Background: an optimization exercise with open tools, aiming at small area and a short achievable clock period. Do not read the settings as production practice.
Only simulation tests tie the RTL to the original design; equivalence was not proved.
No driver is modelled on the clock port, so clock power and skew are understated where the tree is cut down; a real chip needs a root buffer or a tree.
No activity file was given, so power comes from the tool's default toggle rates.

File: run.sh
#!/bin/bash
# synth_recipe.tcl (not shown) runs the flow's synth.tcl, then flattens the netlist and writes it again
# the make line also repeats each setting of config.mk as NAME=value (left out here)
make -C /OpenROAD-flow-scripts/flow DESIGN_CONFIG=/design/flow/config.mk WORK_HOME=/design/flow/orfs CLKGATE_MAP_FILE= SYNTH_SCRIPT=/design/flow/synth_recipe.tcl finish
File: config.mk
export PLATFORM = sky130hd
export DESIGN_NAME = mem_test_ram_responder
export DESIGN_NICKNAME = mem_test_ram_responder
export VERILOG_FILES = /design/flow/design.v
export SDC_FILE = /design/flow/constraint.sdc
export NUM_CORES = 4
export LEC_CHECK = 0
export ABC_CLOCK_PERIOD_IN_PS = 4500
export CAP_MARGIN = 20
export CORE_MARGIN = 2
export CORE_UTILIZATION = 40
export SETUP_SLACK_MARGIN = 0.2
export SLEW_MARGIN = 20
export SYNTH_HIERARCHICAL = 1
export SYNTH_MINIMUM_KEEP_SIZE = 0
File: constraint.sdc
create_clock -name core_clock -period 5.5 [get_ports {i_clk}]
set_input_delay 1.1000 -clock core_clock [delete_from_list [all_inputs] [get_ports {i_clk}]]
set_output_delay 1.1000 -clock core_clock [all_outputs]
set_load 0.01 [all_outputs]
File: design.v
module mem_test_ram_responder #(
    parameter int DATUM_WIDTH   = 8,
    parameter int ADDR_WIDTH    = 8,
    parameter int WRITE_LATENCY = 1,
    parameter int READ_LATENCY  = 2
) (
    input  logic                   i_clk,
    input  logic                   i_rst_n_async,
    input  logic                   i_wr_req,
    input  logic                   i_rd_req,
    input  logic [ADDR_WIDTH-1:0]  i_address,
    input  logic [DATUM_WIDTH-1:0] i_memory_data_write,
    input  logic                   i_fault_ena,
    input  logic [ADDR_WIDTH-1:0]  i_fault_addr,
    input  logic [DATUM_WIDTH-1:0] i_fault_mask,
    output logic                   o_memory_write_ready,
    output logic                   o_memory_read_valid,
    output logic [DATUM_WIDTH-1:0] o_memory_data_read,
    output logic                   o_busy
);
    localparam int DEPTH = 2 ** ADDR_WIDTH;
    localparam int W     = DATUM_WIDTH;
    localparam int LO_W  = ADDR_WIDTH / 2;
    localparam int HI_W  = ADDR_WIDTH - LO_W;
    localparam int N_LO  = 2 ** LO_W;
    localparam int N_HI  = 2 ** HI_W;
    logic                   busy_r;
    logic                   write_ready_r;
    logic                   read_wait_r;
    logic                   read_valid_r;
    logic [W-1:0]           data_read_r;
    logic                   commit_r;
    logic [N_LO-1:0]        lo_r;
    logic [N_HI-1:0]        hi_r;
    logic [W-1:0]           wdata_r;
    logic [W-1:0]           mask_r;
    logic [DEPTH*W-1:0]     mem_r;
    logic [DEPTH*W-1:0]     mem_d_s;
    logic                   accept_wr_s;
    logic                   accept_rd_s;
    logic [W-1:0]           rd_word_s;
    assign accept_wr_s = !busy_r && i_wr_req;
    assign accept_rd_s = !busy_r && !i_wr_req && i_rd_req;
    always_ff @(posedge i_clk) begin
        commit_r <= accept_wr_s;
        lo_r     <= N_LO'(1) << i_address[LO_W-1:0];
        hi_r     <= N_HI'(1) << i_address[ADDR_WIDTH-1:LO_W];
        wdata_r  <= i_memory_data_write;
        mask_r   <= (i_fault_ena && (i_fault_addr == i_address)) ? i_fault_mask : '0;
    end
    logic [N_LO-1:0]  wlo_s;
    logic [DEPTH-1:0] sel_n_s;
    logic [DEPTH-1:0] we_s;
    logic [DEPTH-1:0] we_n_s;
    assign wlo_s = lo_r & {N_LO{commit_r}};
    for (genvar k = 0; k < DEPTH; k++) begin : g_word
        assign sel_n_s[k] = ~(hi_r[k / N_LO] & lo_r[k % N_LO]);
        assign we_n_s[k]  = ~(hi_r[k / N_LO] & wlo_s[k % N_LO]);
        assign we_s[k]    = ~(~hi_r[k / N_LO] | ~wlo_s[k % N_LO]);
        for (genvar j = 0; j < W; j++) begin : g_bit
            rr_cell_a22o u_cell (
                .a1(mem_r[k*W+j]), .a2(we_n_s[k]),
                .b1(wdata_r[j]),   .b2(we_s[k]),
                .x(mem_d_s[k*W+j])
            );
        end
    end
    always_ff @(posedge i_clk) begin
        mem_r <= mem_d_s;
    end
    for (genvar j = 0; j < W; j++) begin : g_rd
        logic [DEPTH/2-1:0]   l0_s;
        logic [DEPTH/4-1:0]   l1_s;
        logic [DEPTH/16-1:0]  l2_s;
        logic [DEPTH/32-1:0]  l3_s;
        logic [DEPTH/128-1:0] l4_s;
        logic                 rd_s;
        for (genvar p = 0; p < DEPTH/2; p++) begin : g_l0
            rr_cell_o22ai u_cell (
                .a1(sel_n_s[2*p]),   .a2(mem_r[(2*p)*W+j]),
                .b1(sel_n_s[2*p+1]), .b2(mem_r[(2*p+1)*W+j]),
                .y(l0_s[p])
            );
        end
        for (genvar p = 0; p < DEPTH/4; p++) begin : g_l1
            rr_cell_nor2 u_cell (.a(l0_s[2*p+1:2*p]), .y(l1_s[p]));
        end
        for (genvar p = 0; p < DEPTH/16; p++) begin : g_l2
            rr_cell_nand4 u_cell (.a(l1_s[4*p+3:4*p]), .y(l2_s[p]));
        end
        for (genvar p = 0; p < DEPTH/32; p++) begin : g_l3
            rr_cell_nor2 u_cell (.a(l2_s[2*p+1:2*p]), .y(l3_s[p]));
        end
        for (genvar p = 0; p < DEPTH/128; p++) begin : g_l4
            rr_cell_nand4 u_cell (.a(l3_s[4*p+3:4*p]), .y(l4_s[p]));
        end
        rr_cell_nor2 u_l5 (.a(l4_s), .y(rd_s));
        assign rd_word_s[j] = rd_s ^ mask_r[j];
    end
    always_ff @(posedge i_clk or negedge i_rst_n_async) begin
        if (!i_rst_n_async) begin
            busy_r        <= 1'b0;
            write_ready_r <= 1'b0;
            read_wait_r   <= 1'b0;
            read_valid_r  <= 1'b0;
            data_read_r   <= '0;
        end else begin
            busy_r        <= accept_wr_s || accept_rd_s || read_wait_r;
            write_ready_r <= accept_wr_s;
            read_wait_r   <= accept_rd_s;
            read_valid_r  <= read_wait_r;
            if (read_wait_r) begin
                data_read_r <= rd_word_s;
            end
        end
    end
    assign o_memory_write_ready = write_ready_r;
    assign o_memory_read_valid  = read_valid_r;
    assign o_memory_data_read   = data_read_r;
    assign o_busy               = busy_r;
endmodule
module rr_cell_a22o (
    input  logic a1, a2, b1, b2,
    output logic x
);
    assign x = (a1 & a2) | (b1 & b2);
endmodule
module rr_cell_o22ai (
    input  logic a1, a2, b1, b2,
    output logic y
);
    assign y = ~((a1 | a2) & (b1 | b2));
endmodule
module rr_cell_nor2 (
    input  logic [1:0] a,
    output logic       y
);
    assign y = ~|a;
endmodule
module rr_cell_nand4 (
    input  logic [3:0] a,
    output logic       y
);
    assign y = ~&a;
endmodule
==> impl_results.md, run 1 <==
* GR Util All Layers at between 20% and 30%
* R2R depth at 11
* Crit. End Element: flop
* Vias in the first global route at 57,675
* HPWL after detailed placement at 152,000 um
* Root buffer cell: clkbuf_16
* Synthesized area per cell at 10.7 um^2
* Post-Synthesis Net Count at between 6,000 and 7,000
* Slew HR at 20.9%
* Worst skew pair latency at between 800 and 900 ps
* Crit Path Class: reg -> reg
* WHS Path Cells at 1
* Via/cell ratio at approximately 6.2
* PortBufs at 47
* Final ANT Viol Nets at 0
* First-pass GRT wire length at 362,000 um
* Num CTS Buffers at 209
* CTS tree: built
* Routed len/inst at 24.7 um
* Width of the die at roughly 430 um
* Mapped Area at 74,200 um^2
* Register area share after synthesis at a little under three fifths
* Hold-fix buffers, CTS at 0
* Residual DRC at 0
* Initial Util at 40.1%
* Setup WS post-layout at 2040 ps
* Routed via count at about 60,000
* Number of cell rows at between 150 and 200
* Status: finished clean
* Cells along the critical path: buf_4, buf_4, nand2_1, o22ai_1, nor2_1, nand4_1, nor2_1, nand4_1, nor2_1, xnor2_1, a21oi_1
* Setup TNS Final at 0 ps
* Unrepaired setup endpoints after global routing: false
* Area Overhead vs Synth at 14.7%
* CTS H-tree lvls at 4
* Most frequent cells in the layout: dfxtp_1, a22o_1, o22ai_1
* Clk buf depth at 3
* Max rail drop VDD at approximately 0.33 mV
* Crit path from: lo_r[1]
* Crit-path most repeated cell: nor2_1
* Number of DRC markers in iteration 0 at ~5,700
* Total grt overflow at 0
* Postcts setup bufs at 0
* WL final at 241,000 um
* Cell Area, Placed at 77,600 um^2
* Die ar. at roughly 190,000 um^2
* Min-delay src: mem_r[1760]
* Hold Vio Cnt, Final at 0
* Share of cells above drive strength 1 at roughly 6.5%
* Antenna violations before repair at 5
* CP startpoint kind: flop
* Crit Reg-Reg Startpoint: lo_r[1]
* Period utilization at a little over three fifths
* Die H at roughly 430 um
* Critical Path AT at ~4200 ps
* Critical path required time at around 6200 ps
* Synth warn at 7
* Unique masters post-synth at 34
* Routability cong. at 0.927
* Max FO, Critical Path at 15
* Final Critical Period at ~3500 ps
* CTS Sinks at between 2,000 and 2,500
* Power density cells at roughly 390 nW/um^2
* Clock slew at reported path FFs at 70 ps
* Min-Delay Path Class: reg -> reg
* Design area at approximately 85,000 um^2
* Levels on crit path at 11
* Worst slew pin tran at approximately 1200 ps
* Max Slew Vio Count at 0
* Delay-heaviest family, CP: simple AND/OR/NAND/NOR gates
* Drt pass-1 iters at 8
* Synth Register Bits at 2,109
* Core area at around 180,000 um^2
* Nets at just over 7,000
* # IOs at 48
* CP bufs+invs at 2
* Largest net degree at the start of global routing at about 140
* Gate Count Post-Synth at 6,915
* Max Cap Viol at 0
* Post-CTS sizing at 0
* Fmax at 289 MHz
* Final setup viols at 0
* Total leakage power at approximately 35 nW
* Slowest CP cell: nor2_1
* Post-Place Setup Slack at 2180 ps
* Most common cell after layout, fill and taps aside: dfxtp_1
* Skew final at between 30 and 40 ps
* Critical path's largest stage delay at 520 ps
[metrics by stage]
step	utilization, %	instances	power (mW)	hold slack (ps)
after floorplan	-	6915	17.3	352
after global placement	42.0	9368	18.0	466
after detailed placement	42.0	9369	18.0	471
after CTS	46.1	9756	33.2	486
after global routing	46.1	9757	34.0	491
final	46.1	9757	33.0	481
[area by class of cell]
| type | instances | area (um^2) |
|---|---|---|
| Sequential cell | 2109 | 42300 |
| Antenna cell | 1 | 2.50 |
| Inverter | 265 | 995 |
| Clock inverter | 90 | 1460 |
| Clock buffer | 297 | 6040 |
| Timing Repair Buffer | 96 | 1060 |
| Fill cell | 17069 | 99700 |
| Tap cell | 2480 | 3100 |
| Multi-Input combinational cell | 4419 | 30100 |
[final timing paths]
path,end,slack [ps]
min,mem_r[1760],480
max reg2reg,data_read_r[0],2040
min in group asynchronous,write_ready_r,750
max,data_read_r[0],2040
max in group asynchronous,data_read_r[1],4180
min reg2reg,mem_r[1760],480
[sequential cells by signal, summed over array words and instances (netlist names)]
name,count
read_valid_r,1
mask_r,8
hi_r,16
mem_r,2048
data_read_r,8
wdata_r,8
lo_r,16
commit_r,1
busy_r,1
read_wait_r,1
write_ready_r,1
[cell usage after synthesis (all sizes together)]
master	n	area, um^2
buf	76	613
nor2	611	2290
nand2	517	2040
nor3	12	60.1
o21bai	1	7.51
nor3b	1	7.51
xnor2	15	169
nor2b	1	6.26
inv	265	995
clkbuf	46	180
o22ai	1024	6410
o2111ai	1	15.0
a22o	2048	17900
nand2b	6	37.5
nand3	2	20.0
or2b	2	16.3
dfrtp	12	300
a21oi	8	40.0
nand4	144	901
nor4	10	62.6
and2	16	113
dfxtp	2097	42000
[per-module statistics from Yosys, one instance, submodules excluded]
module / cells inside / area (um^2) / times used
rr_cell_o22ai: 1 / 6.26 / 1024
rr_cell_a22o: 1 / 8.76 / 2048
rr_cell_nor2: 1 / 3.75 / 584
rr_cell_nand4: 1 / 6.26 / 144
mem_test_ram_responder: 3115 / 46800 / 1
[logic make-up after synthesis]
group	synth area share [%]
buf+inv	2.41
simple gates	7.49
xor+xnor	0.228
flops	57.0
compound gates	32.9
[where the power goes]
part,switching [mW],internal (mW),total (mW),leakage (nW)
sequential,0.486,15.8,16.3,17.1
clock,6.27,9.02,15.3,3.67
combinational,0.788,0.627,1.42,13.9
[layer usage]
metal  vias up  wire length [um]  share of wire [%]  track usage (%)
met5         -                 8             0.0033                0
met4         2              9460                3.9             9.44
met3       453             18400                7.6             3.99
met2      2551            106000                 44             38.4
met1     29536            107000                 44             34.2
li1      27685                 -                  -                -
[worst register-to-register path: cells and delay by family, from the launching register on]
kind	cells	cell delay, ps
xor+xnor	1	150
flops	1	450
simple gates	6	1820
buf+inv	2	680
compound gates	2	210
==> run 2, diff against run 1 <==
--- a/config.mk
+++ b/config.mk
@@ -9,7 +9,7 @@
 export CAP_MARGIN = 20
 export CORE_MARGIN = 2
 export CORE_UTILIZATION = 40
-export SETUP_SLACK_MARGIN = 0.2
+export SETUP_SLACK_MARGIN = 2.9
 export SLEW_MARGIN = 20
 export SYNTH_HIERARCHICAL = 1
 export SYNTH_MINIMUM_KEEP_SIZE = 0
==> run 2 against run 1 <==
Area after synthesis is the same. Core utilization grew 0.49 points. Clock power is essentially flat. Largest cell class unchanged. Largest power group unchanged. Highest routed layer is now met4.
==> impl_results.md, run 2 <==
* Slew HR at 29.2% (+8.2 points)
* Area leader, netlist: dfxtp_1
* Area Overhead vs Synth at 16.0%
* Vias in the first global route at 57,719 (+0.076%)
* PortBufs at 47 (unchanged)
* Flip-flop count of the largest register after layout at 2,048 (unchanged)
* # IOs at 48 (unchanged)
* Drt pass-1 iters at 9 (+1)
* Routability cong. at 0.947 (+2.1%)
* CTS tree: built
* Mapped Area at 74,200 um^2 (unchanged)
* Final setup viols at 0 (unchanged)
* Final Critical Period at 2680 ps (-782 ps)
* Post-Synthesis Net Count at 6,952 (unchanged)
* Root buffer cell: clkbuf_16
* Die H at 435 um (unchanged)
* Die ar. at 189,000 um^2 (unchanged)
* Most frequent cells after synthesis: dfxtp_1, a22o_1, o22ai_1
* Antenna violations before repair at 2 (-3)
* Skew final at 25.2 ps (-10.7 ps)
* Most common cell after layout, fill and taps aside: dfxtp_1
* M1 wire length at 109,000 um (+1.3%)
* Largest cells by area after synthesis: dfxtp_1, a22o_1, o22ai_1
* Residual DRC at 0 (unchanged)
* Status: finished clean
* Register area share after synthesis at 57.0% (unchanged)
* Worst skew pair latency at 830 ps (-30 ps)
* Nets at 7,168 (+0.43%)
* Count leader, synth: dfxtp_1
* Total grt overflow at 0 (unchanged)
* Clock slew at reported path FFs at 60 ps (about the same)
* Crit. End Element: flop
* Routed via count at 60,488 (+0.43%)
* Synthesized area per cell at 10.7 um^2 (unchanged)
* Number of synthesized flops with an enable pin at 0 (unchanged)
* Most frequent cells in the layout: dfxtp_1, a22o_1, o22ai_1
* Synth Register Bits at 2,109 (unchanged)
* Biggest regs: mem_r (2048), hi_r (16), lo_r (16)
* Number of cell rows at 158 (unchanged)
* Core area at 185,000 um^2 (unchanged)
* Width of the die at 435 um (unchanged)
* GR Util All Layers at 24.7% (+0.089 points)
* Setup TNS Final at 0 ps (unchanged)
* Min-Delay Path Class: reg -> reg
* Max Cap Viol at 0 (unchanged)
* Fmax at 373 MHz (+29%)
* Max FO, Critical Path at 32 (+17)
* Top reg by flops: mem_r
* Ys flop type: dfxtp_1
* Critical Path AT at 3340 ps (-810 ps)
* Crit Path Class: reg -> reg
* Total power at 33.1 mW (+0.17%)
* Asr flop ratio synth at 0.569% (unchanged)
* Critical path required time at 6160 ps (-30 ps)
* CP startpoint kind: flop
* WL final at 245,000 um (+1.3%)
* Synth top area share at 56.6% (unchanged)
* CTS Sinks at 2,109 (unchanged)
* Share of cells above drive strength 1 at 9.64% (+3.1 points)
* Max layer used: met4
* Worst slew pin tran at 1060 ps (-124 ps)
* CTS H-tree lvls at 4 (unchanged)
* Largest net degree at the start of global routing at 131 (-4.4%)
* Power density cells at 384 nW/um^2 (-0.89%)
* HPWL after detailed placement at 152,000 um (-0.54%)
* Number of DRC markers in iteration 0 at 6,188 (+8.2%)
* Hold Vio Cnt, Final at 0 (unchanged)
* Total leakage power at 35.2 nW (+1.5%)
* Final ANT Viol Nets at 0 (unchanged)
* Cell Area, Placed at 77,600 um^2 (about the same)
* Clk buf depth at 3 (unchanged)
* Met2 WL at 109,000 um (+2.4%)
* Unique masters post-synth at 34 (unchanged)
* Design area at 86,000 um^2 (+1.1%)
* Period utilization at 48.7% (-14 points)
* Routed len/inst at 25.0 um (+1.0%)
* Routed wl met3 at 17,400 um (-5.3%)
* Unrepaired setup endpoints after global routing: true
* Max rail drop VDD at 0.343 mV (+3.0%)
* Gate Count Post-Synth at 6,915 (unchanged)
* Max Slew Vio Count at 0 (unchanged)
* Num CTS Buffers at 211 (+0.96%)
* Synth warn at 7 (unchanged)
* First-pass GRT wire length at 363,000 um (+0.23%)
* Via/cell ratio at 6.18 (+0.11%)
* Initial Util at 40.1% (unchanged)
-- run 2: changes by cell type in the layout (fill, tap and decap cells not counted), moves of 14 or more --
cell     change
nor2_1      -50
nor2_2      +36
nand2_1    -113
buf_6       +14
dfxtp_4     +16
nor2_4      +14
nand2_2    +104
dfxtp_1     -16
-- run 2: per-layer routing --
| metal | GRT usage, % | up-vias |
|---|---|---|
| met5 | 0 | - |
| met2 | 38.3 | 2578 |
| met4 | 10.6 | 0 |
| met3 | 3.42 | 468 |
| li1 | - | 27770 |
| met1 | 34.4 | 29672 |
-- run 2: cell type report --
| class | count | area (um^2) |
|---|---|---|
| fillers | 16930 | 98800 |
| flip-flops and latches | 2109 | 42400 |
| clock buffers | 307 | 6200 |
| multi-input cells | 4419 | 30700 |
| repair buffers | 125 | 1440 |
| well taps | 2480 | 3100 |
| inverters | 265 | 995 |
| diodes | 3 | 7.51 |
| clock inverters | 81 | 1230 |
-- run 2: worst paths after layout --
path	startpoint	cells after the start	end	slack (ps)
setup / recovery	lo_r[11]	10	data_read_r[4]	2820
hold / removal	mem_r[1390]	1	mem_r[1390]	480
setup reg to reg	lo_r[11]	10	data_read_r[4]	2820
hold reg to reg	mem_r[1390]	1	mem_r[1390]	480
max in group asynchronous	i_rst_n_async	1	data_read_r[1]	4120
min in group asynchronous	i_rst_n_async	1	read_valid_r	750
-- run 2: cell families (layout without fill, tap and decap cells) --
kind of cell	Yosys count	after routing	synth area share, %
simple gates	1322	1322	7.49
flops	2109	2109	57.0
buf+inv	387	778	2.41
xor+xnor	15	15	0.228
compound gates	3082	3082	32.9
other cells	0	3	0
-- run 2: through the flow --
step	worst slack [ps]	hold WS (ps)	cells	util, %
after floorplan	3640	352	6915	-
after global routing	2800	489	9788	46.5
after detailed placement	2270	470	9365	42.0
final	2820	482	9789	46.5
after CTS	2810	486	9765	46.3
after global placement	2240	466	9365	42.0
-- run 2: worst max-delay path, cell delays in order, from the launching register on --
cell and delay [ps]:
dfxtp_2 330, buf_12 220, nand2_2 210, o22ai_1 110, nor2_1 240, nand4_1 260, nor2_2 280, nand4_1 370
nor2_2 240, xnor2_1 140, a21oi_1 80
-- run 2: report_power, final --
part,total (mW),switching [mW],leakage (nW),internal [mW]
sequential,16.3,0.485,17.1,15.8
combinational,1.47,0.826,14.4,0.646
clock,15.3,6.16,3.66,9.13
total,33.1,7.47,35.2,25.6
-- run 2: what timing repair did --
| item | CTS | global route |
|---|---|---|
| endpoints found under the setup margin | 367 | 318 |
| cloned | 0 | 1 |
| pin swaps | 14 | 24 |
| gates resized for setup | 205 | 104 |
| hold buffers | 0 | 0 |
| setup buffers | 12 | 20 |
-- run 2: Yosys stat by module, one instance, submodules excluded --
module | flip-flops and latches | times used
rr_cell_nor2 | 0 | 584
rr_cell_o22ai | 0 | 1024
rr_cell_a22o | 0 | 2048
rr_cell_nand4 | 0 | 144
mem_test_ram_responder | 2109 | 1
==> run 3, diff against run 2 <==
==> flow/run.sh (new file) <==
#!/bin/bash
# Standard ORFS layout (the standard.sh, unchanged synthesis, floorplan,
# placement and routing); only the clock tree synthesis arguments differ:
# no dummy loads for balancing, and larger sink clusters (fewer leaf buffers).
set -euo pipefail
bash standard.sh \
  "CTS_ARGS=-sink_clustering_enable -repair_clock_nets -dont_use_dummy_load -sink_clustering_size 22 -sink_clustering_max_diameter 120" \
  finish > standard_flow.log 2>&1
==> standard.sh (new file) <==
#!/bin/bash
# synth_recipe.tcl (not shown) runs the flow's synth.tcl, then flattens the netlist and writes it again
# the make line also repeats each setting of config.mk as NAME=value (left out here)
make -C /OpenROAD-flow-scripts/flow DESIGN_CONFIG=/design/flow/config.mk WORK_HOME=/design/flow/orfs CLKGATE_MAP_FILE= SYNTH_SCRIPT=/design/flow/synth_recipe.tcl "${@:-finish}"
removed: run.sh
==> run 3 against run 2 <==
Worst hold slack better by 5.7 ps. Via count fell by 1.9%. Clock skew rose by 78 ps. Combinational power is essentially flat. Non-clock buffer count grew 3. Critical path depth did not move. Global-route usage shrank 0.36 points. Sequential cell count did not move. Area after synthesis did not move. Register-to-register slack better by 20 ps. Power fell by 21%. Worst setup slack improved by 17 ps. Critical path type unchanged. Largest cell class unchanged.
==> impl_results.md, run 3 <==
* Number of synthesized flops with an enable pin at 0 (unchanged)
* Max FO, Critical Path at 8 (-75%)
* Most frequent cells in the layout: dfxtp_1, a22o_1, o22ai_1
* Synth warn at 7 (unchanged)
* Largest net degree at the start of global routing at 131 (unchanged)
* Core area at 185,000 um^2 (unchanged)
* First-pass GRT wire length at 358,000 um (-1.4%)
* PortBufs at 47 (unchanged)
* Critical path required time at 6140 ps (-20 ps)
* Max Cap Viol at 0 (unchanged)
* CP startpoint kind: flop
* Most frequent cells after synthesis: dfxtp_1, a22o_1, o22ai_1
* Routability cong. at 0.947 (unchanged)
* Total grt overflow at 0 (unchanged)
* Largest cells by area after synthesis: dfxtp_1, a22o_1, o22ai_1
* Drt pass-1 iters at 6 (-3)
* HPWL after detailed placement at 152,000 um (unchanged)
* Share of cells above drive strength 1 at 6.56% (-3.1 points)
* Number of fill cells at 17,335 (+2.4%)
* Min-Delay Path Class: reg -> reg
* CTS Sinks at 2,109 (unchanged)
* GR Util All Layers at 24.4% (-0.36 points)
* WHS Path Cells at 1 (unchanged)
* Crit path from: lo_r[5]
* Final ANT Viol Nets at 0 (unchanged)
* Area leader, netlist: dfxtp_1
* Ys flop type: dfxtp_1
* Number of DRC markers in iteration 0 at 5,819 (-6.0%)
* Skew final at 103 ps (+77.9 ps)
* Asr flop ratio synth at 0.569% (unchanged)
* Count leader, synth: dfxtp_1
* Max rail drop VDD at 0.284 mV (-17%)
* Slew HR at 28.6% (-0.55 points)
* Hold Vio Cnt, Final at 0 (unchanged)
* Crit Path Class: reg -> reg
* Status: finished clean
* Period utilization at 48.4% (-0.32 points)
* Clock slew at reported path FFs at 90 ps (+30 ps)
* Crit Reg-Reg Startpoint: lo_r[5]
* Final core utilization at 43.9% (-2.6 points)
* R2R depth at 10 (unchanged)
* Register area share after synthesis at 57.0% (unchanged)
* Initial Util at 40.1% (unchanged)
* Num CTS Buffers at 106 (-50%)
* Unrepaired setup endpoints after global routing: true
* CTS tree: built
* Mapped Area at 74,200 um^2 (unchanged)
* Critical Path AT at 3300 ps (-40 ps)
* Fmax at 376 MHz (+0.66%)
* Crit. End Element: flop
* Post-Synthesis Net Count at 6,952 (unchanged)
* Min-delay src: mem_r[1597]
* Max Slew Vio Count at 0 (unchanged)
* Synth Register Bits at 2,109 (unchanged)
* Vias in the first global route at 56,320 (-2.4%)
* Area Overhead vs Synth at 9.47%
* Synthesized area per cell at 10.7 um^2 (unchanged)
* Final setup viols at 0 (unchanged)
* Worst slew pin tran at 1070 ps (+8.19 ps)
* Post-Place Setup Slack at 2270 ps (unchanged)
* Biggest regs: mem_r (2048), hi_r (16), lo_r (16)
* Clk buf depth at 3 (unchanged)
* Gate Count Post-Synth at 6,915 (unchanged)
* CTS H-tree lvls at 3 (-1)
* Most common cell after layout, fill and taps aside: dfxtp_1
* Flip-flop count of the largest register after layout at 2,048 (unchanged)
* Nets at 7,066 (-1.4%)
* Root buffer cell: clkbuf_16
* Antenna violations before repair at 3 (+1)
* Unique masters post-synth at 34 (unchanged)
* Residual DRC at 0 (unchanged)
* WL final at 240,000 um (-1.8%)
* Routed len/inst at 25.3 um (+1.1%)
* Setup WS post-layout at 2840 ps (+17.4 ps)
* Hold-fix buffers, CTS at 0 (unchanged)
* Top reg by flops: mem_r
* Die H at 435 um (unchanged)
* Worst skew pair latency at 800 ps (-30 ps)
* Number of cell rows at 158 (unchanged)
* Total leakage power at 32.8 nW (-6.7%)
* Die ar. at 189,000 um^2 (unchanged)
* Setup TNS Final at 0 ps (unchanged)
* Total power at 26.0 mW (-21%)
* Width of the die at 435 um (unchanged)
* Hold Slack at 488 ps (+5.68 ps)
* Via/cell ratio at 6.24 (+1.0%)
* Power density cells at 321 nW/um^2 (-17%)
* Final Critical Period at 2660 ps (-17.4 ps)
* # IOs at 48 (unchanged)
* Synth top area share at 56.6% (unchanged)
* Routed via count at 59,356 (-1.9%)
[run 3: cell counts after synthesis]
Identical to the previous run, type by type.
[run 3: worst paths after layout]
kind                                  endpoint  slack [ps]
min in group asynchronous         read_valid_r         790
max in group asynchronous       data_read_r[3]        4080
worst max register to register  data_read_r[6]        2840
worst max-delay path            data_read_r[6]        2840
worst min register to register     mem_r[1597]         490
worst min-delay path               mem_r[1597]         490
[run 3: metrics by stage]
stage / cell area (um^2) / cells
global route: 81200 / 9509
finish: 81200 / 9511
CTS: 80800 / 9493
floorplan: 74200 / 6915
detailed placement: 77600 / 9365
global placement: 77600 / 9365
[run 3: report_power, final]
| part | switching, mW | total (mW) | internal [mW] |
|---|---|---|---|
| clock network | 4.86 | 8.28 | 3.43 |
| logic | 0.821 | 1.47 | 0.644 |
| registers | 0.479 | 16.3 | 15.8 |
| total | 6.16 | 26.0 | 19.9 |
[run 3: kinds of logic (layout without fill, tap and decap cells)]
kind of cell / count (synthesis) / count (layout) / share of synthesized area, %
compound gates: 3082 / 3082 / 32.9
flops: 2109 / 2109 / 57.0
simple gates: 1322 / 1322 / 7.49
buf+inv: 387 / 499 / 2.41
xor+xnor: 15 / 15 / 0.228
other cells: 0 / 4 / 0
[run 3: cell type report]
type / instances / area, um^2 / share of cell area [%]
repair buffers: 128 / 1440 / 1.78
multi-input cells: 4419 / 30600 / 37.7
well taps: 2480 / 3100 / 3.82
clock buffers: 106 / 2650 / 3.27
diodes: 4 / 10.0 / 0.0123
flip-flops and latches: 2109 / 42400 / 52.2
inverters: 265 / 995 / 1.22
[run 3: worst max-delay path, cell delays in order, from the launching register on]
cell and delay (ps):
dfxtp_4 400, buf_4 230, nand2_2 180, o22ai_1 120, nor2_1 220, nand4_1 230, nor2_1 520, nand4_1 210
nor2_1 180, xnor2_1 130, a21oi_1 80
[run 3: timing repair]
item,CTS,global route
pin swaps,10,18
endpoints found under the setup margin,395,292
setup buffers,22,14
resized for setup,196,90
[run 3: metal layers]
metal | share of wire, % | wire, um | up-vias | GRT usage, %
met3 | 6.5 | 15700 | 391 | 2.82
li1 | - | - | 27379 | -
met5 | 0 | 0 | - | 0
met2 | 45 | 107000 | 2344 | 38.1
met1 | 45 | 108000 | 29242 | 34.4
met4 | 4.0 | 9500 | 0 | 9.44
[run 3: modules after synthesis, one instance, submodules excluded]
| module | cells | times used | flip-flops and latches | area (um^2) |
|---|---|---|---|---|
| rr_cell_nand4 | 1 | 144 | 0 | 6.26 |
| rr_cell_o22ai | 1 | 1024 | 0 | 6.26 |
| mem_test_ram_responder | 3115 | 1 | 2109 | 46800 |
| rr_cell_nor2 | 1 | 584 | 0 | 3.75 |
| rr_cell_a22o | 1 | 2048 | 0 | 8.76 |
==> run 4, diff against run 3 <==
--- a/design.v
+++ b/design.v
@@ -94,7 +94,7 @@
         for (genvar p = 0; p < DEPTH/128; p++) begin : g_l4
             rr_cell_nand4 u_cell (.a(l3_s[4*p+3:4*p]), .y(l4_s[p]));
         end
-        rr_cell_nor2 u_l5 (.a(l4_s), .y(rd_s));
+        assign rd_s         = ~|l4_s;
         assign rd_word_s[j] = rd_s ^ mask_r[j];
     end
     always_ff @(posedge i_clk or negedge i_rst_n_async) begin
==> flow/run.sh (replaced) <==
#!/bin/bash
# Standard ORFS layout (the standard.sh, unchanged synthesis, floorplan,
# placement and routing) with two arguments changed: the clock tree is built
# without dummy balancing loads and with larger sink clusters (fewer leaf
# buffers), and each port gets a buf_2 as its port buffer.
set -euo pipefail
bash standard.sh \
  "CTS_ARGS=-sink_clustering_enable -repair_clock_nets -dont_use_dummy_load -sink_clustering_size 22 -sink_clustering_max_diameter 120" \
  "BUFFER_PORTS_ARGS=-buffer_cell sky130_fd_sc_hd__buf_2" \
  finish > standard_flow.log 2>&1
--- a/config.mk
+++ b/config.mk
@@ -9,7 +9,7 @@
 export CAP_MARGIN = 20
 export CORE_MARGIN = 2
 export CORE_UTILIZATION = 40
-export SETUP_SLACK_MARGIN = 2.9
+export SETUP_SLACK_MARGIN = 3.0
 export SLEW_MARGIN = 20
 export SYNTH_HIERARCHICAL = 1
 export SYNTH_MINIMUM_KEEP_SIZE = 0
==> run 4 against run 3 <==
Highest routed layer unchanged. Largest power group unchanged. Clock-buffer cell count down 1. Register-to-register slack better by 60 ps. Core utilization grew 0.42 points. Cell count fell by 0.22%. Sequential power is essentially flat. Worst hold slack got worse by 250 ps. Synthesized cell count is essentially flat. Die area decreased by 0.42%. Wire length up 2.7%. Area after synthesis fell by 0.42%. Critical path type unchanged.
==> impl_results.md, run 4 <==
* Most frequent cells after synthesis: dfxtp_1, a22o_1, o22ai_1
* Number of synthesized flops with an enable pin at 0 (unchanged)
* Number of cell rows at 157 (-0.63%)
* Most frequent cells in the layout: dfxtp_1, a22o_1, o22ai_1
* Width of the die at 434 um (-0.21%)
* GR Util All Layers at 25.0% (+0.63 points)
* Most common cell after layout, fill and taps aside: dfxtp_1
* Share of cells above drive strength 1 at 7.22% (+0.66 points)
* Residual DRC at 0 (unchanged)
* Crit. End Element: flop
* Unrepaired setup endpoints after global routing: true
* Die ar. at 188,000 um^2 (-0.42%)
* Worst slew pin tran at 1040 ps (-31.6 ps)
* Power density cells at 320 nW/um^2 (about the same)
* Routed via count at 60,182 (+1.4%)
* R2R depth at 10 (unchanged)
* Crit Path Class: reg -> reg
* Gate Count Post-Synth at 6,917 (+0.029%)
* Worst skew pair latency at 790 ps (about the same)
* Initial Util at 40.3% (+0.17 points)
* CP startpoint kind: flop
* First-pass GRT wire length at 366,000 um (+2.2%)
* WL final at 247,000 um (+2.7%)
* Top reg by flops: mem_r
* Skew final at 76.7 ps (-26.4 ps)
* Synth top area share at 56.8% (+0.24 points)
* Area of the multi-input gates at 30,800 um^2 (+0.59%)
* Biggest regs: mem_r (2048), hi_r (16), lo_r (16)
* Num CTS Buffers at 105 (-0.94%)
* Setup TNS Final at 0 ps (unchanged)
* CTS tree: built
* Area leader, netlist: dfxtp_1
* Crit Reg-Reg Startpoint: lo_r[0]
* Flip-flop count of the largest register after layout at 2,048 (unchanged)
* Number of fill cells at 17,040 (-1.7%)
* Critical Path AT at 3240 ps (-60 ps)
* Core area at 183,000 um^2 (-0.85%)
* Ys flop type: dfxtp_1
* Worst r2r dst: data_read_r[6]
* Period utilization at 47.4% (-1.0 points)
* Max Cap Viol at 0 (unchanged)
* PortBufs at 47 (unchanged)
* Status: finished clean
* Mapped Area at 73,900 um^2 (-0.42%)
* Total leakage power at 32.9 nW (+0.18%)
* Asr flop ratio synth at 0.569% (unchanged)
* Routability cong. at 0.934 (-1.4%)
* Root buffer cell: clkbuf_16
* Antenna violations before repair at 7 (+4)
* Largest cells by area after synthesis: dfxtp_1, a22o_1, o22ai_1
* FF/Latch Area at 42,400 um^2 (about the same)
* Drt pass-1 iters at 8 (+2)
* Clock slew at reported path FFs at 90 ps (about the same)
* Max rail drop VDD at 0.226 mV (-20%)
* Count leader, synth: dfxtp_1
* Final Critical Period at 2610 ps (-55.4 ps)
* HPWL after detailed placement at 157,000 um (+3.3%)
* Area Overhead vs Synth at 10.0%
* R2r setup slk at 2890 ps (+60 ps)
* Post-Synthesis Net Count at 6,954 (+0.029%)
* Synth Register Bits at 2,109 (unchanged)
* Placed insts at 9,351 (-0.15%)
* Max Slew Vio Count at 0 (unchanged)
* Routed len/inst at 26.0 um (+2.9%)
* Slew HR at 30.7% (+2.1 points)
* Final ANT Viol Nets at 0 (unchanged)
* Nets at 7,062 (-0.057%)
* Unique masters post-synth at 32 (-5.9%)
* CTS Sinks at 2,109 (unchanged)
* Hold Vio Cnt, Final at 0 (unchanged)
* Via/cell ratio at 6.34 (+1.6%)
* Total grt overflow at 0 (unchanged)
* Number of DRC markers in iteration 0 at 6,193 (+6.4%)
* Register area share after synthesis at 57.2% (+0.24 points)
* Synth warn at 7 (unchanged)
* Fmax at 384 MHz (+2.1%)
* Largest net degree at the start of global routing at 134 (+2.3%)
* Final setup viols at 0 (unchanged)
* Min-Delay Path Class: in -> async
* Clk buf depth at 3 (unchanged)
* Finished Layout Cells at 9,490 (-0.22%)
* CTS H-tree lvls at 3 (unchanged)
* Die H at 434 um (-0.21%)
* Critical path required time at 6140 ps (about the same)
* Vias in the first global route at 56,914 (+1.1%)
* # IOs at 48 (unchanged)
* Max FO, Critical Path at 8 (unchanged)
* Synthesized area per cell at 10.7 um^2 (-0.45%)
==> run 4: cell count changes after synthesis, moves of 3 or more <==
cell	change
nand2_2	-27
buf_8	-3
buf_12	-3
nand3_1	+8
inv_2	-8
and2_4	-5
clkbuf_1	+10
nand2_1	+30
xnor2_2	-3
buf_4	-6
nand2_4	-4
buf_2	+20
buf_6	-17
and2_1	+5
==> run 4: cells by family after synthesis <==
logic type                synth area share (%)
AOI/OAI and AO/OA                         33.0
xor gates and xnor gates                 0.174
buffers and inverters                     2.11
DFF                                       57.2
and+or+nand+nor                           7.44
==> run 4: timing repair <==
item | CTS | global route
resized for setup | 165 | 173
cloned | 0 | 2
setup buffers | 4 | 25
endpoints found under the setup margin | 2064 | 316
hold buffers | 0 | 0
pin swaps | 10 | 27
==> run 4: how the worst max path moves through the flow <==
stage                 start              to  slack [ps]  cells after the start
5_1_grt             lo_r[8]  data_read_r[1]        2860                     11
3_5_place_dp       lo_r[15]  data_read_r[0]        2320                     10
4_1_cts             hi_r[2]  data_read_r[0]        2790                      9
3_3_place_gp       lo_r[15]  data_read_r[0]        2280                     10
6_report            lo_r[0]  data_read_r[6]        2890                     10
2_1_floorplan  i_address[3]       mask_r[6]        3560                      4
==> run 4: layer usage <==
layer | part of all wire, % | vias to the layer above | GRT usage, %
met1 | 45 | 29826 | 35.7
met2 | 44 | 2568 | 38.3
met4 | 4.1 | 0 | 9.42
met5 | 0 | - | 0
li1 | - | 27392 | -
met3 | 7.5 | 396 | 3.39
==> run 4: through the flow <==
| step | utilization (%) | setup WS [ps] | power, mW | instance area, um^2 | hold slack (ps) |
|---|---|---|---|---|---|
| finish | 44.4 | 2890 | 26.0 | 81300 | 242 |
| global route | 44.4 | 2860 | 26.8 | 81300 | 221 |
| CTS | 43.8 | 2790 | 26.1 | 80400 | 209 |
| detailed placement | 42.1 | 2320 | 18.0 | 77200 | 470 |
| global placement | 42.1 | 2280 | 18.0 | 77200 | 458 |
| floorplan | - | 3560 | 17.3 | 73900 | 352 |
==> run 4: modules after synthesis (local to each module, per instance) <==
module	flops+latches	cells inside	copies in the design	cell area, um^2
rr_cell_o22ai	0	1	1024	6.26
rr_cell_a22o	0	1	2048	8.76
rr_cell_nand4	0	1	144	6.26
mem_test_ram_responder	2109	3125	1	46500
rr_cell_nor2	0	1	576	3.75
==> run 4: final cells by class <==
type                       instances  share of cell area (%)
multi-input combinational       4427                    37.9
timing repair buffer             124                    1.73
clock buffer                     105                    3.23
antenna                            3                 0.00923
sequential                      2109                    52.2
tap                             2464                    3.79
inverter                         258                    1.19
==> run 4: report_power, final <==
part	leakage, nW	internal, mW	switching [mW]
Combinational	14.4	0.652	0.826
Clock	1.29	3.40	4.86
Sequential	17.1	15.8	0.495
==> run 4: worst max-delay path, stage by stage (launching register included) <==
cell	delay, ps
dfxtp_4	420
buf_12	180
nand2_1	240
o22ai_1	130
nor2_1	190
nand4_1	310
nor2_2	290
nand4_1	270
nor2_2	190
xnor2_1	130
a21oi_1	90
==> run 5, diff against run 4 <==
==> flow/run.sh (replaced) <==
#!/bin/bash
# Standard ORFS layout (the standard.sh, unchanged synthesis, floorplan,
# placement and routing) with these changes:
#  * the clock tree is built without dummy balancing loads and with larger
#    sink clusters (fewer leaf buffers);
#  * each port gets a buf_2 as its port buffer;
set -euo pipefail
here=$(pwd)
bash standard.sh \
  "CTS_ARGS=-sink_clustering_enable -repair_clock_nets -dont_use_dummy_load -sink_clustering_size 22 -sink_clustering_max_diameter 120" \
  "BUFFER_PORTS_ARGS=-buffer_cell sky130_fd_sc_hd__buf_2" \
  "POST_CTS_TCL=$here/flow/clkroot.tcl" \
  finish > standard_flow.log 2>&1
==> flow/clkroot.tcl (new file) <==
set block [ord::get_db_block]

proc loads {net} {
  set r {}
  foreach it [$net getITerms] { if {[$it isInputSignal]} { lappend r $it } }
  return $r
}

proc clkroot_run {block clk} {
set rootits [loads $clk]
if {[llength $rootits] != 1} { puts "CLKROOT: clock port drives [llength $rootits] pins, leaving the tree as it is"; return }
set root [[lindex $rootits 0] getInst]
set rootnet [[$root findITerm X] getNet]
set mids {}
foreach it [loads $rootnet] { lappend mids [$it getInst] }
set mids [lsort -command {apply {{a b} {string compare [$a getName] [$b getName]}}} $mids]
set n [llength $mids]
puts "CLKROOT: root [$root getName] drives $n buffers"
if {$n > 8} { puts "CLKROOT: too many second-level buffers, leaving the tree as it is"; return }

set groups {}
if {$n <= 4} {
  foreach m $mids { lappend groups [list $m] }
} else {
  for {set i 0} {$i < $n} {incr i 2} { lappend groups [lrange $mids $i [expr {$i+1}]] }
}

foreach g $groups {
  set keep [lindex $g 0]
  set knet [[$keep findITerm X] getNet]
  foreach other [lrange $g 1 end] {
    set onet [[$other findITerm X] getNet]
    foreach it [loads $onet] {
      $it disconnect
      $it connect $knet
    }
    [$other findITerm A] disconnect
    odb::dbInst_destroy $other
    odb::dbNet_destroy $onet
  }
  # move the survivor to the centroid of its loads
  set sx 0; set sy 0; set k 0
  foreach it [loads $knet] {
    set loc [[$it getInst] getLocation]
    incr sx [lindex $loc 0]; incr sy [lindex $loc 1]; incr k
  }
  if {$k > 0} {
    $keep setLocation [expr {$sx / $k}] [expr {$sy / $k}]
    $keep setPlacementStatus PLACED
  }
  set a [$keep findITerm A]
  $a disconnect
  $a connect $clk
  puts "CLKROOT: [$keep getName] now drives $k loads from the clock port"
}
[$root findITerm A] disconnect
odb::dbInst_destroy $root
odb::dbNet_destroy $rootnet
}

set clk [$block findNet [get_name [lindex [get_property [lindex [all_clocks] 0] sources] 0]]]
clkroot_run $block $clk
detailed_placement
estimate_parasitics -placement
repair_timing_helper
detailed_placement
check_placement -verbose
--- a/config.mk
+++ b/config.mk
@@ -9,7 +9,7 @@
 export CAP_MARGIN = 20
 export CORE_MARGIN = 2
 export CORE_UTILIZATION = 40
-export SETUP_SLACK_MARGIN = 3.0
+export SETUP_SLACK_MARGIN = 3.1
 export SLEW_MARGIN = 20
 export SYNTH_HIERARCHICAL = 1
 export SYNTH_MINIMUM_KEEP_SIZE = 0
==> run 5 against run 4 <==
Clock-buffer cell count down 5. Largest power group unchanged. Still clean. Non-clock buffer count increased by 28. Final area grew 0.79%. Sequential share of layout area decreased by 0.38 points. Core utilization increased by 0.35 points. Worst setup slack better by 70 ps. Area after synthesis did not move.
==> impl_results.md, run 5 <==
* Area Overhead vs Synth at 10.9%
* Final Critical Period at 2540 ps (-70.0 ps)
* Combinational power share at 5.9% (+0.2 points)
* Total leakage power at 33.4 nW (+1.8%)
* Slowest CP cell: dfxtp_4
* Ys flop type: dfxtp_1
* R2r setup slk at 2960 ps (+70 ps)
* Unrepaired setup endpoints after global routing: true
* Vias in the first global route at 57,377 (+0.81%)
* Crit Reg-Reg Startpoint: lo_r[6]
* Initial Util at 40.3% (unchanged)
* Max Slew Vio Count at 0 (unchanged)
* Core area at 183,000 um^2 (unchanged)
* First-pass GRT wire length at 369,000 um (+0.84%)
* Number of cell rows at 157 (unchanged)
* Power density cells at 314 nW/um^2 (-1.9%)
* FF/Latch Area at 42,400 um^2 (about the same)
* Asr flop ratio synth at 0.569% (unchanged)
* Internal at 19.7 mW (-0.98%)
* Routed len/inst at 26.1 um (+0.25%)
* Max rail drop VDD at 0.360 mV (+59%)
* Number of fill cells at 17,000 (-0.23%)
* R2R depth at 12 (+2)
* Reg power frac at 63.3% (+0.7 points)
* Skew final at 23.7 ps (-53.0 ps)
* Share of cells above drive strength 1 at 8.59% (+1.4 points)
* Antenna violations before repair at 7 (unchanged)
* Synthesized area per cell at 10.7 um^2 (unchanged)
* Max FO, Critical Path at 8 (unchanged)
* PortBufs at 47 (unchanged)
* Clk pwr share at 30.8% (-0.9 points)
* Number of synthesized flops with an enable pin at 0 (unchanged)
* Hold Slack at 411 ps (+169 ps)
* Via/cell ratio at 6.34 (about the same)
* Critical path required time at 5980 ps (-160 ps)
* Die ar. at 188,000 um^2 (unchanged)
* Area of the multi-input gates at 31,300 um^2 (+1.7%)
* Biggest regs: mem_r (2048), hi_r (16), lo_r (16)
* Drt pass-1 iters at 6 (-2)
* Status: finished clean
* Post-Synthesis Net Count at 6,954 (unchanged)
* Nets at 7,085 (+0.33%)
* Max Cap Viol at 0 (unchanged)
* Worst slew pin tran at 1030 ps (-7.51 ps)
* GR Util All Layers at 25.2% (+0.16 points)
* CTS Sinks at 2,109 (unchanged)
* Critical Path AT at 3010 ps (-230 ps)
* Top reg by flops: mem_r
* Final ANT Viol Nets at 0 (unchanged)
* Mapped Area at 73,900 um^2 (unchanged)
* Design area at 81,900 um^2 (+0.79%)
* Delay-heaviest family, CP: simple AND/OR/NAND/NOR gates
* Synth Register Bits at 2,109 (unchanged)
* Largest net degree at the start of global routing at 134 (unchanged)
* Unique masters post-synth at 32 (unchanged)
* Routed via count at 60,340 (+0.26%)
* Count leader, synth: dfxtp_1
* # IOs at 48 (unchanged)
* Fmax at 394 MHz (+2.8%)
* WL final at 248,000 um (+0.48%)
* Cells along the critical path: buf_16, buf_4, buf_12, nand2_8, o22ai_1, nor2_1, nand4_1, nor2_2, nand4_1, nor2_2, xnor2_1, a21oi_1
* Most common cell after layout, fill and taps aside: dfxtp_1
* Critical path's largest stage delay at 370 ps (-50 ps)
* Finished Layout Cells at 9,512 (+0.23%)
* Net Sw Frac at 23.6% (-0.079 points)
* CP startpoint kind: flop
* Hold Vio Cnt, Final at 0 (unchanged)
* Setup TNS Final at 0 ps (unchanged)
* Crit Path Class: reg -> reg
* Total power at 25.8 mW (-1.1%)
* Worst r2r dst: data_read_r[6]
* Placed insts at 9,351 (unchanged)
* Cell Area, Placed at 77,200 um^2 (unchanged)
* Period utilization at 46.1% (-1.3 points)
* Worst skew pair latency at 610 ps (-180 ps)
* Most frequent cells in the layout: dfxtp_1, a22o_1, o22ai_1
* Final setup viols at 0 (unchanged)
* Total grt overflow at 0 (unchanged)
* P_sw at 6.09 mW (-1.4%)
* Die H at 434 um (unchanged)
* Min-Delay Path Class: in -> async
* Largest cells by area after synthesis: dfxtp_1, a22o_1, o22ai_1
* Register area share after synthesis at 57.2% (unchanged)
* Number of DRC markers in iteration 0 at 6,328 (+2.2%)
* Routability cong. at 0.934 (unchanged)
* Gate Count Post-Synth at 6,917 (unchanged)
* Synth top area share at 56.8% (unchanged)
* Flip-flop count of the largest register after layout at 2,048 (unchanged)
* CP bufs+invs at 3 (+2)
* Crit. End Element: flop
* Residual DRC at 0 (unchanged)
* Slew HR at 31.2% (+0.50 points)
* Most frequent cells after synthesis: dfxtp_1, a22o_1, o22ai_1
* HPWL after detailed placement at 157,000 um (unchanged)
* Clock slew at reported path FFs at 90 ps (about the same)
* Width of the die at 434 um (unchanged)
* Area leader, netlist: dfxtp_1
* Synth warn at 7 (unchanged)
[run 5: layout make-up]
type,count,share of cell area [%]
sequential,2109,51.8
clock buffer,100,3.05
multi-input combinational,4427,38.2
timing repair buffer,152,2.00
antenna,2,0.00611
tap,2464,3.76
inverter,258,1.18
[run 5: worst max path at each step]
stage          depth (start not counted)  slack, ps        endpoint    startpoint
2_1_floorplan                          4       3560       mask_r[6]  i_address[3]
3_3_place_gp                          10       2280  data_read_r[0]      lo_r[15]
3_5_place_dp                          10       2320  data_read_r[0]      lo_r[15]
5_1_grt                               10       2940  data_read_r[0]       lo_r[8]
6_report                              12       2960  data_read_r[6]       lo_r[6]
[run 5: power groups by stage]
stage	clock, mW	sequential (mW)	combinational (mW)
6_report	7.94	16.3	1.51
3_5_place_dp	0	16.6	1.34
5_1_grt	8.60	16.4	1.58
3_3_place_gp	0	16.6	1.33
2_1_floorplan	0	16.5	0.736
[run 5: logic make-up after synthesis]
kind of cell              Yosys count  synth area share (%)
AOI/OAI and AO/OA                3083                  33.0
DFF                              2109                  57.2
buffers and inverters             381                  2.11
xor gates and xnor gates           13                 0.174
and+or+nand+nor                  1331                  7.44
[run 5: per-layer routing]
layer / vias up / routed length [um] / GRT usage (%)
met4: 0 / 10700 / 9.84
li1: 27400 / - / -
met2: 2486 / 107000 / 38.3
met1: 30036 / 112000 / 36.0
met5: - / 0 / 0
met3: 418 / 17800 / 3.29
[run 5: per-module statistics from Yosys, one instance, submodules excluded]
| module | cells | cell area (um^2) | copies in the design |
|---|---|---|---|
| rr_cell_nor2 | 1 | 3.75 | 576 |
| rr_cell_a22o | 1 | 8.76 | 2048 |
| mem_test_ram_responder | 3125 | 46500 | 1 |
| rr_cell_nand4 | 1 | 6.26 | 144 |
| rr_cell_o22ai | 1 | 6.26 | 1024 |
[run 5: worst register-to-register path, delay by kind of cell, from the launching register on]
family	cells	cell delay, ps
AND/OR/NAND/NOR	6	1250
XOR/XNOR	1	140
buffers and inverters	3	450
AO/OA/AOI/OAI	2	170
flip-flops	1	370
[run 5: stage by stage]
step / worst slack (ps) / util [%]
floorplan: 3560 / -
global placement: 2280 / 42.1
detailed placement: 2320 / 42.1
global route: 2940 / 44.7
finish: 2960 / 44.7
==> run 6, diff against run 5 <==
--- a/design.v
+++ b/design.v
@@ -71,9 +71,11 @@
     for (genvar j = 0; j < W; j++) begin : g_rd
         logic [DEPTH/2-1:0]   l0_s;
         logic [DEPTH/4-1:0]   l1_s;
-        logic [DEPTH/16-1:0]  l2_s;
-        logic [DEPTH/32-1:0]  l3_s;
-        logic [DEPTH/128-1:0] l4_s;
+        logic [DEPTH/8-1:0]   l2_s;
+        logic [DEPTH/16-1:0]  l3_s;
+        logic [DEPTH/32-1:0]  l4_s;
+        logic [DEPTH/64-1:0]  l5_s;
+        logic [DEPTH/128-1:0] l6_s;
         logic                 rd_s;
         for (genvar p = 0; p < DEPTH/2; p++) begin : g_l0
             rr_cell_o22ai u_cell (
@@ -85,16 +87,22 @@
         for (genvar p = 0; p < DEPTH/4; p++) begin : g_l1
             rr_cell_nor2 u_cell (.a(l0_s[2*p+1:2*p]), .y(l1_s[p]));
         end
-        for (genvar p = 0; p < DEPTH/16; p++) begin : g_l2
-            rr_cell_nand4 u_cell (.a(l1_s[4*p+3:4*p]), .y(l2_s[p]));
+        for (genvar p = 0; p < DEPTH/8; p++) begin : g_l2
+            rr_cell_nand2 u_cell (.a(l1_s[2*p+1:2*p]), .y(l2_s[p]));
         end
-        for (genvar p = 0; p < DEPTH/32; p++) begin : g_l3
+        for (genvar p = 0; p < DEPTH/16; p++) begin : g_l3
             rr_cell_nor2 u_cell (.a(l2_s[2*p+1:2*p]), .y(l3_s[p]));
         end
-        for (genvar p = 0; p < DEPTH/128; p++) begin : g_l4
-            rr_cell_nand4 u_cell (.a(l3_s[4*p+3:4*p]), .y(l4_s[p]));
+        for (genvar p = 0; p < DEPTH/32; p++) begin : g_l4
+            rr_cell_nand2 u_cell (.a(l3_s[2*p+1:2*p]), .y(l4_s[p]));
         end
-        assign rd_s         = ~|l4_s;
+        for (genvar p = 0; p < DEPTH/64; p++) begin : g_l5
+            rr_cell_nor2 u_cell (.a(l4_s[2*p+1:2*p]), .y(l5_s[p]));
+        end
+        for (genvar p = 0; p < DEPTH/128; p++) begin : g_l6
+            rr_cell_nand2 u_cell (.a(l5_s[2*p+1:2*p]), .y(l6_s[p]));
+        end
+        assign rd_s         = ~|l6_s;
         assign rd_word_s[j] = rd_s ^ mask_r[j];
     end
     always_ff @(posedge i_clk or negedge i_rst_n_async) begin
@@ -137,8 +145,8 @@
 );
     assign y = ~|a;
 endmodule
-module rr_cell_nand4 (
-    input  logic [3:0] a,
+module rr_cell_nand2 (
+    input  logic [1:0] a,
     output logic       y
 );
     assign y = ~&a;
==> run 6 against run 5 <==
Area after synthesis rose by 0.98%. Global-route usage down 0.45 points. Final area is 0.68% higher.
==> impl_results.md, run 6 <==
* Placed insts at 9,658 (+3.3%)
* Critical Path Sink: data_read_r[0]
* Die ar. at 190,000 um^2 (+0.97%)
* Hold Vio Cnt, Final at 0 (unchanged)
* Number of fill cells at 17,586 (+3.4%)
* GR Util All Layers at 24.7% (-0.45 points)
* Critical Path AT at 2860 ps (-150 ps)
* Via/cell ratio at 6.20 (-2.2%)
* P_sw at 6.09 mW (about the same)
* Largest cells by area after synthesis: dfxtp_1, a22o_1, o22ai_1
* Slowest CP cell: dfxtp_4
* Routability cong. at 0.899 (-3.8%)
* FF/Latch Area at 42,400 um^2 (about the same)
* Number of DRC markers in iteration 0 at 6,090 (-3.8%)
* Net Sw Frac at 23.7% (about the same)
* PortBufs at 47 (unchanged)
* Most frequent cells in the layout: dfxtp_1, a22o_1, o22ai_1
* Area leader, netlist: dfxtp_1
* Flip-flop count of the largest register after layout at 2,048 (unchanged)
* Unique masters post-synth at 31 (-3.1%)
* Mapped Area at 74,600 um^2 (+0.98%)
* Total grt overflow at 0 (unchanged)
* Skew final at 52.1 ps (+28.3 ps)
* Asr flop ratio synth at 0.569% (unchanged)
* Period utilization at 43.6% (-2.5 points)
* Count leader, synth: dfxtp_1
* Max Cap Viol at 0 (unchanged)
* Final setup viols at 0 (unchanged)
* CP startpoint kind: flop
* Gate Count Post-Synth at 7,205 (+4.2%)
* Most frequent cells after synthesis: dfxtp_1, a22o_1, o22ai_1
* R2r setup slk at 3100 ps (+140 ps)
* Area of the multi-input gates at 31,800 um^2 (+1.4%)
* Routed len/inst at 25.3 um (-3.1%)
* Number of synthesized flops with an enable pin at 0 (unchanged)
* Core area at 185,000 um^2 (+1.2%)
* Nets at 7,376 (+4.1%)
* Max Slew Vio Count at 0 (unchanged)
* Ys flop type: dfxtp_1
* First-pass GRT wire length at 370,000 um (+0.28%)
* WL final at 248,000 um (about the same)
* Top reg by flops: mem_r
* Worst r2r dst: data_read_r[0]
* Crit Path Class: reg -> reg
* # IOs at 48 (unchanged)
* Synthesized area per cell at 10.4 um^2 (-3.1%)
* Total leakage power at 35.0 nW (+4.6%)
* HPWL after detailed placement at 153,000 um (-2.6%)
* Worst skew pair latency at 630 ps (+20 ps)
* Drt pass-1 iters at 6 (unchanged)
* Crit path from: lo_r[4]
* Initial Util at 40.2% (-0.080 points)
* Slew HR at 32.7% (+1.5 points)
* Most common cell after layout, fill and taps aside: dfxtp_1
* Largest net degree at the start of global routing at 131 (-2.2%)
* Routed via count at 60,919 (+0.96%)
* Max rail drop VDD at 0.373 mV (+3.6%)
* Critical path's largest stage delay at 460 ps (+90 ps)
* Crit Reg-Reg Startpoint: lo_r[4]
* Max FO, Critical Path at 8 (unchanged)
* R2R depth at 12 (unchanged)
* Cells along the critical path: buf_12, nand2_2, o22ai_1, nor2_1, nand2_1, nor2_1, nand2_1, nor2_2, nand2_1, nor2_1, xnor2_1, a21oi_1
* Post-Synthesis Net Count at 7,242 (+4.1%)
* Synth warn at 7 (unchanged)
* Finished Layout Cells at 9,819 (+3.2%)
* CTS Sinks at 2,109 (unchanged)
* Biggest regs: mem_r (2048), hi_r (16), lo_r (16)
* Fmax at 417 MHz (+5.8%)
* Area Overhead vs Synth at 10.6%
* Unrepaired setup endpoints after global routing: true
* Number of cell rows at 158 (+0.64%)
* Synth top area share at 56.3% (-0.55 points)
* Clk pwr share at 30.8% (about the same)
* Worst slew pin tran at 1010 ps (-22.5 ps)
* Final ANT Viol Nets at 0 (unchanged)
* Critical path required time at 5960 ps (-20 ps)
* Power density cells at 312 nW/um^2 (-0.64%)
* Min-Delay Path Class: in -> async
* Status: finished clean
* Internal at 19.7 mW (about the same)
* Synth Register Bits at 2,109 (unchanged)
* Reg power frac at 63.3% (about the same)
* Width of the die at 436 um (+0.48%)
* Register area share after synthesis at 56.7% (-0.55 points)
* Share of cells above drive strength 1 at 8.38% (-0.20 points)
* Antenna violations before repair at 3 (-4)
* Residual DRC at 0 (unchanged)
* Combinational power share at 6.0% (about the same)
* Clock slew at reported path FFs at 90 ps (about the same)
* Die H at 436 um (+0.48%)
* Crit. End Element: flop
* Setup TNS Final at 0 ps (unchanged)
* Final Critical Period at 2400 ps (-140 ps)
* Vias in the first global route at 58,067 (+1.2%)
## run 6: cell types whose count changed after synthesis
cell / delta
nand2_1: +336
nor2_1: +96
nand4_1: -144
## run 6: area by class of cell
| cell class | instances | share of cell area, % |
|---|---|---|
| Inverter | 258 | 1.17 |
| Clock buffer | 100 | 3.03 |
| Timing Repair Buffer | 155 | 2.10 |
| Tap cell | 2480 | 3.76 |
| Antenna cell | 2 | 0.00607 |
| Sequential cell | 2109 | 51.4 |
| Multi-Input combinational cell | 4715 | 38.5 |
## run 6: metal layers
metal	wire [um]	vias up	track usage [%]
met2	108000	2479	38.3
met3	18200	438	3.06
met1	112000	29981	35.5
met4	9840	0	8.38
li1	-	28021	-
met5	0	-	0
## run 6: per-module statistics from Yosys (local to each module, per instance)
module	area (um^2)	flops+latches
rr_cell_nand2	3.75	0
rr_cell_o22ai	6.26	0
rr_cell_a22o	8.76	0
rr_cell_nor2	3.75	0
mem_test_ram_responder	46500	2109
## run 6: worst min-delay path by stage
stage	startpoint	to	slack (ps)	cells past startpoint
final	i_rst_n_async	data_read_r[4]	390	1
after detailed placement	mem_r[1350]	mem_r[1350]	470	1
after global routing	i_rst_n_async	write_ready_r	390	1
after global placement	mem_r[630]	mem_r[630]	470	1
after floorplan	read_wait_r	read_valid_r	350	0
## run 6: metrics by stage
stage	total power, mW	util (%)	instance area, um^2	setup slack, ps	hold WS [ps]
floorplan	17.3	-	74600	3560	352
global placement	18.0	42.0	77900	2340	466
finish	25.8	44.5	82500	3100	386
detailed placement	18.0	42.0	77900	2370	470
global route	26.5	44.5	82500	2970	386
## run 6: cells by family after synthesis
logic type	share of synthesized area (%)
flip-flops	56.7
AO/OA/AOI/OAI	32.7
AND/OR/NAND/NOR	8.34
XOR/XNOR	0.173
buffers and inverters	2.09
## run 6: power groups by stage
stage                     logic, mW  clock network, mW  registers (mW)
after global placement         1.34                  0            16.6
final                          1.54               7.93            16.3
after detailed placement       1.36                  0            16.6
after floorplan               0.758                  0            16.5
after global routing           1.61               8.55            16.4
## run 6: worst max-delay path: cells and delay by family (launching register included)
kind | cells | cell delay [ps]
AOI/OAI and AO/OA | 2 | 180
and+or+nand+nor | 8 | 1260
buffers and inverters | 1 | 200
DFF | 1 | 460
xor gates and xnor gates | 1 | 130
==> run 7, diff against run 6 <==
--- a/config.mk
+++ b/config.mk
@@ -9,7 +9,7 @@
 export CAP_MARGIN = 20
 export CORE_MARGIN = 2
 export CORE_UTILIZATION = 40
-export SETUP_SLACK_MARGIN = 3.1
+export SETUP_SLACK_MARGIN = 3.2
 export SLEW_MARGIN = 20
 export SYNTH_HIERARCHICAL = 1
 export SYNTH_MINIMUM_KEEP_SIZE = 0
==> run 7 against run 6 <==
Global-route usage grew 0.14 points. Core utilization grew 0.37 points. Clock skew shrank 12 ps. Via count grew 0.68%. Largest cell class unchanged. Highest routed layer unchanged. Clock power is essentially flat. Sequential power is essentially flat. Die area is the same.
==> impl_results.md, run 7 <==
* Area leader, netlist: dfxtp_1
* Slew HR at 31.8% (-0.94 points)
* Fmax at 415 MHz (-0.51%)
* Max rail drop VDD at 0.369 mV (-1.1%)
* CTS Sinks at 2,109 (unchanged)
* Final Critical Period at 2410 ps (+12.3 ps)
* PortBufs at 47 (unchanged)
* Period utilization at 43.8% (+0.22 points)
* Gate Count Post-Synth at 7,205 (unchanged)
* Min-Delay Path Class: in -> async
* Worst slew pin tran at 1020 ps (+14.1 ps)
* Skew final at 40.5 ps (-11.6 ps)
* Delay-heaviest family, CP: simple AND/OR/NAND/NOR gates
* Max Slew Vio Count at 0 (unchanged)
* Share of cells above drive strength 1 at 9.64% (+1.3 points)
* # IOs at 48 (unchanged)
* Synth warn at 7 (unchanged)
* Total grt overflow at 0 (unchanged)
* Finished Layout Cells at 9,829 (+0.10%)
* Asr flop ratio synth at 0.569% (unchanged)
* Placed insts at 9,658 (unchanged)
* Crit Path Class: reg -> reg
* Largest cells by area after synthesis: dfxtp_1, a22o_1, o22ai_1
* CP bufs+invs at 1 (unchanged)
* Total power at 25.8 mW (+0.14%)
* Synthesized area per cell at 10.4 um^2 (unchanged)
* Slowest CP cell: dfxtp_4
* Number of cell rows at 158 (unchanged)
* CP startpoint kind: flop
* Ys flop type: dfxtp_1
* Nets at 7,387 (+0.15%)
* Worst skew pair latency at 620 ps (about the same)
* Biggest regs: mem_r (2048), hi_r (16), lo_r (16)
* Die ar. at 190,000 um^2 (unchanged)
* Initial Util at 40.2% (unchanged)
* Critical path required time at 5970 ps (about the same)
* Largest net degree at the start of global routing at 131 (unchanged)
* Max FO, Critical Path at 17 (+9)
* Count leader, synth: dfxtp_1
* Max Cap Viol at 0 (unchanged)
* Residual DRC at 0 (unchanged)
* Cells along the critical path: buf_4, nand2_2, o22ai_1, nor2_1, nand2_1, nor2_2, nand2_2, nor2_1, nand2_1, nor2_1, xnor2_1, a21oi_1
* GR Util All Layers at 24.9% (+0.14 points)
* Hold Vio Cnt, Final at 0 (unchanged)
* Clock slew at reported path FFs at 90 ps (about the same)
* Power density cells at 310 nW/um^2 (-0.69%)
* Synth top area share at 56.3% (unchanged)
* Antenna violations before repair at 5 (+2)
* Hold Slack at 384 ps (-2.34 ps)
* Width of the die at 436 um (unchanged)
* Vias in the first global route at 58,108 (+0.071%)
* Most frequent cells in the layout: dfxtp_1, a22o_1, o22ai_1
* Final setup viols at 0 (unchanged)
* Mapped Area at 74,600 um^2 (unchanged)
* Critical path's largest stage delay at 470 ps (about the same)
* HPWL after detailed placement at 153,000 um (unchanged)
* Crit. End Element: flop
* Synth Register Bits at 2,109 (unchanged)
* Number of fill cells at 17,500 (-0.49%)
* Routed via count at 61,335 (+0.68%)
* Area Overhead vs Synth at 11.5%
* Flip-flop count of the largest register after layout at 2,048 (unchanged)
* First-pass GRT wire length at 372,000 um (+0.45%)
* Final ANT Viol Nets at 0 (unchanged)
* Most common cell after layout, fill and taps aside: dfxtp_1
* Most frequent cells after synthesis: dfxtp_1, a22o_1, o22ai_1
* Crit-path most repeated cell: nor2_1
* Number of synthesized flops with an enable pin at 0 (unchanged)
* Setup TNS Final at 0 ps (unchanged)
* Top reg by flops: mem_r
* Status: finished clean
* WL final at 250,000 um (+0.87%)
* Drt pass-1 iters at 6 (unchanged)
* Routability cong. at 0.899 (unchanged)
* FF/Latch Area at 42,400 um^2 (about the same)
* Area of the multi-input gates at 32,300 um^2 (+1.6%)
* Total leakage power at 35.6 nW (+1.8%)
* Die H at 436 um (unchanged)
* Number of DRC markers in iteration 0 at 6,263 (+2.8%)
* Critical Path AT at 2870 ps (about the same)
* Unique masters post-synth at 31 (unchanged)
* Unrepaired setup endpoints after global routing: true
* Via/cell ratio at 6.24 (+0.58%)
* Core area at 185,000 um^2 (unchanged)
* Routed len/inst at 25.5 um (+0.77%)
* Register area share after synthesis at 56.7% (unchanged)
* Post-Synthesis Net Count at 7,242 (unchanged)
[run 7: cell counts after synthesis]
No cell type changed its count.
[run 7: per-stage QoR]
| stage | utilization, % | setup slack, ps | cell area (um^2) |
|---|---|---|---|
| 6_report | 44.9 | 3090 | 83200 |
| 5_1_grt | 44.9 | 3100 | 83200 |
| 3_5_place_dp | 42.0 | 2370 | 77900 |
| 3_3_place_gp | 42.0 | 2340 | 77900 |
| 2_1_floorplan | - | 3560 | 74600 |
[run 7: area by class of cell]
| class | instances | area share (%) |
|---|---|---|
| diodes | 1 | 0.00301 |
| clock buffers | 100 | 3.01 |
| inverters | 258 | 1.16 |
| flip-flops and latches | 2109 | 51.0 |
| repair buffers | 166 | 2.28 |
| multi-input cells | 4715 | 38.8 |
| well taps | 2480 | 3.73 |
[run 7: routing by layer]
metal  up-vias  GRT usage, %  share of wire (%)
li1      28031             -                  -
met1     30200          35.8                 45
met2      2660          38.3                 43
met3       444          3.20                7.7
met4         0          8.31                3.9
met5         -             0                  0
[run 7: worst paths after layout]
check,startpoint,end,slack [ps],cells after the start
min reg2reg,mem_r[1676],mem_r[1676],490,1
max reg2reg,hi_r[11],data_read_r[5],3090,12
max in group asynchronous,i_rst_n_async,data_read_r[2],4810,1
min in group core_clock,mem_r[1676],mem_r[1676],490,1
min,i_rst_n_async,write_ready_r,380,1
max,hi_r[11],data_read_r[5],3090,12
[run 7: logic make-up (layout without fill, tap and decap cells)]
logic type | Yosys count | in the layout | share of synthesized area [%]
DFF | 2109 | 2109 | 56.7
AOI/OAI and AO/OA | 3083 | 3083 | 32.7
xor gates and xnor gates | 13 | 13 | 0.173
buffers and inverters | 381 | 524 | 2.09
other | 0 | 1 | 0
and+or+nand+nor | 1619 | 1619 | 8.34
[run 7: power by group]
group          internal (mW)  switching [mW]  total [mW]
Combinational          0.685           0.893        1.58
Sequential              15.8           0.491        16.3
Clock                   3.19            4.73        7.92
Total                   19.7            6.12        25.8
[run 7: Yosys stat by module (local to each module, per instance)]
module	cells inside	copies in the design
mem_test_ram_responder	3125	1
rr_cell_a22o	1	2048
rr_cell_nand2	1	336
rr_cell_nor2	1	672
rr_cell_o22ai	1	1024

[what the ideal ports hide]
How much do the figures lean on ideal ports? The routed layouts below were timed once more, with nothing changed but the port constraints.
Step 1, drivers: a clkbuf_16 drives i_clk and a buf_2 each remaining input, both assumed.
Step 2 also shifts input and output timing later by t, the mid clock arrival at the registers, as if the neighbouring blocks saw the same clock.
Slacks: no drivers / after step 1 / after step 2; pairs: no drivers / after step 1.
run | shift t [ns] | setup slack, ns
run 1 | 0.922 | 2.039 / 2.039 / 2.039
run 2 | 0.905 | 2.822 / 2.822 / 2.384
run 3 | 0.835 | 2.839 / 2.839 / 2.363
run 4 | 0.834 | 2.894 / 2.839 / 2.894
run 5 | 0.780 | 2.964 / 2.924 / 2.964
run 6 | 0.791 | 3.104 / 2.931 / 3.087
run 7 | 0.789 | 3.092 / 2.936 / 3.092
After both steps setup and hold are still met in every run listed.
